Context: an optimization exercise on an open-source flow, tuned for small area, a short achievable clock period and few clock cycles per item. The choices shown serve that exercise and are no tape-out recipe. Only simulation tests tie the RTL to the original design; equivalence was not proved.

Design wavelength_to_rgb_core, start of the top module:
module wavelength_to_rgb_core (
  input  logic        clk_i,
  input  logic        rst_ni,
  input  logic        in_valid_i,
  output logic        in_ready_o,
  input  logic [13:0] wavelength_i,
  output logic        out_valid_o,
  input  logic        out_ready_i,
  output logic [7:0]  red_o,
  output logic [7:0]  green_o,
  output logic [7:0]  blue_o
);
clock: 7.0 ns
lec_check: 0
abc_area: 1
cap_margin: 20
core_margin: 2
core_utilization: 45
setup_slack_margin: 2.9
slew_margin: 20
synth_memory_max_bits: 32768
run.sh (not shown) runs the stock make flow with config.mk's settings and CLKGATE_MAP_FILE= SYNTH_SCRIPT=/design/flow/synth_recipe.tcl, a recipe that flattens the netlist after the stock synthesis.
The baseline completed with no timing, DRC or antenna violations.
Testbench counts at the start, summed over its fixed seeds: cycles 24,032, items 24,000.
Change:
SETUP_SLACK_MARGIN = 3.5   (was 2.9)
Worst hold slack gains 0.0033 ns.
Setup slack gets better by 0.24 ns.
Core utilization increases by 6.6 points.

Setup of job 3219:
wavelength_to_rgb_core again, from the RTL that the note above started with.
// wavelength_to_rgb_core
module wavelength_to_rgb_core (
  input  logic        clk_i,
  input  logic        rst_ni,
  input  logic        in_valid_i,
  output logic        in_ready_o,
  input  logic [13:0] wavelength_i,
  output logic        out_valid_o,
  input  logic        out_ready_i,
  output logic [7:0]  red_o,
  output logic [7:0]  green_o,
  output logic [7:0]  blue_o
);
  logic       en;
  logic [3:0] v_q;
  assign en = ~v_q[3] | out_ready_i;
  always_ff @(posedge clk_i or negedge rst_ni) begin
    if (!rst_ni) begin
      v_q <= '0;
    end else if (en) begin
      v_q <= {v_q[2:0], in_valid_i};
    end
  end
  assign in_ready_o  = en;
  assign out_valid_o = v_q[3];
  logic [13:0] w;
  logic [2:0]  route_d;
  always_comb begin
    if      (wavelength_i < w2rgb_pkg::W380) w = w2rgb_pkg::W380;
    else if (wavelength_i > w2rgb_pkg::W780) w = w2rgb_pkg::W780;
    else                                     w = wavelength_i;
    if      (wavelength_i < w2rgb_pkg::W420)  route_d = w2rgb_pkg::R_LO;
    else if (wavelength_i < w2rgb_pkg::W440)  route_d = w2rgb_pkg::R_VIO;
    else if (wavelength_i < w2rgb_pkg::W490)  route_d = w2rgb_pkg::R_BLU;
    else if (wavelength_i < w2rgb_pkg::W510)  route_d = w2rgb_pkg::R_CYA;
    else if (wavelength_i < w2rgb_pkg::W580)  route_d = w2rgb_pkg::R_GRN;
    else if (wavelength_i < w2rgb_pkg::W645)  route_d = w2rgb_pkg::R_YEL;
    else if (wavelength_i <= w2rgb_pkg::W700) route_d = w2rgb_pkg::R_RED;
    else                                      route_d = w2rgb_pkg::R_HI;
  end
  logic [2:0]  route1_q;
  ...
==> flow/config.mk <==
export PLATFORM = sky130hd
export DESIGN_NAME = wavelength_to_rgb_core
export DESIGN_NICKNAME = wavelength_to_rgb_core
export VERILOG_FILES = /design/flow/design.v
export SDC_FILE = /design/flow/constraint.sdc
export NUM_CORES = 4
export LEC_CHECK = 0
export ABC_AREA = 1
export CAP_MARGIN = 20
export CORE_MARGIN = 2
export CORE_UTILIZATION = 45
export SETUP_SLACK_MARGIN = 2.75
export SLEW_MARGIN = 20
export SYNTH_MEMORY_MAX_BITS = 32768
==> flow/constraint.sdc <==
create_clock -name core_clock -period 7.0 [get_ports {clk_i}]
set_input_delay 1.4000 -clock core_clock [delete_from_list [all_inputs] [get_ports {clk_i}]]
set_output_delay 1.4000 -clock core_clock [all_outputs]
set_load 0.01 [all_outputs]
Job 3219: no failed stages, no open violations at the end
Testbench counts of job 3219, summed over its fixed seeds: cycles 24,032, items 24,000.
--- input diff job 3219..job 7249 ---
- SETUP_SLACK_MARGIN changed from 2.75 to 2.6
==> comparison <==
- Between job 3219 and job 7249, relative slew slack increased.
- Job 7249 against job 3219: detailed-route via count went down 1.0%; number of flip-flops and latches did not really move; number of cells in the finished layout apart from fillers roughly the same.
- Diff job 3219 and job 7249: layout overhead on the synthesized area lower in job 7249
> inputs changed (job 7249 -> job 9356)
- changing SETUP_SLACK_MARGIN from 2.6 to 3.05
Results
| post-route cell area | higher: job 9356 |. Relative to job 7249, logic depth of the worst setup path including buffers has increased by 15 in job 9356. Job 9356 went all the way through the flow, and no timing, DRC or antenna check failed. Relative to job 7249, number of global-route vias before repair has decreased by about 2.3% in job 9356. Against job 7249, job 9356 comes in 0.42 ns higher on worst setup slack. The start-to-end type of the worst setup path comes out input port to primary output in one run and register to register in the other, namely in job 7249 and job 9356 respectively. Compared with job 7249, job 9356 shows a lower placed cell area. Diff job 9356 and job 7249: required arrival time at the worst endpoint higher in job 9356.
Changes in job 3880 relative to job 9356:
- SETUP_SLACK_MARGIN now 3.2, was 3.05
Findings:
Job 3880: critical path depth 3 below job 9356. Taking job 3880 as 1.0, job 9356 lands at 0.58 on number of gates resized after CTS. Compared with job 9356, job 3880 shows a higher detailed-route wire length on metal 1. Job 3880 vs. job 9356: minimum clock period after layout -0.052 ns. Summary: with job 9356 as the reference, upper clock frequency limit in job 3880 moved up slightly.

==> afterwards: timing with drivers on the ports <==
The results above use ideal ports. As a check the final layouts listed here were re-extracted and re-timed, cells and wires unchanged. Step 1 (the two cells are an assumption about what drives the block):
set clk [get_ports {clk_i}]
set_driving_cell -lib_cell sky130_fd_sc_hd__clkbuf_16 $clk
set_driving_cell -lib_cell sky130_fd_sc_hd__buf_2 [delete_from_list [all_inputs] $clk]
Step 2 moves the port delays by t, midway between the first and last clock arrival at a register: inputs arrive t later, outputs are due t later. That takes back most of the time a late clock gives input paths. Slacks: no drivers / after step 1 / after step 2; pairs: no drivers / after step 1.
run | shift t [ns] | setup slack, ns | worst setup path at the end | latest minus earliest clock arrival (ns) | cell pins on the clock port's net
the first run of note 1 | 0.365 | 3.043 / 3.039 / 3.039 | input to output | 0.011 / 0.011 | 1
the second run of note 1 | 0.371 | 3.287 / 3.287 / 3.287 | register to register | 0.007 / 0.007 | 1
job 3219 | 0.366 | 2.935 / 2.935 / 2.935 | register to register | 0.011 / 0.011 | 1
job 7249 | 0.359 | 2.702 / 2.678 / 2.678 | input to output | 0.007 / 0.008 | 1
job 9356 | 0.366 | 3.124 / 3.124 / 3.124 | register to register | 0.010 / 0.010 | 1
job 3880 | 0.365 | 3.176 / 3.176 / 3.176 | register to register | 0.009 / 0.008 | 1
After both steps setup and hold are still met in every run listed. The setup slack of job 7249, which loses most, moves by -0.024 ns with the drivers and by -0.024 ns with both steps.
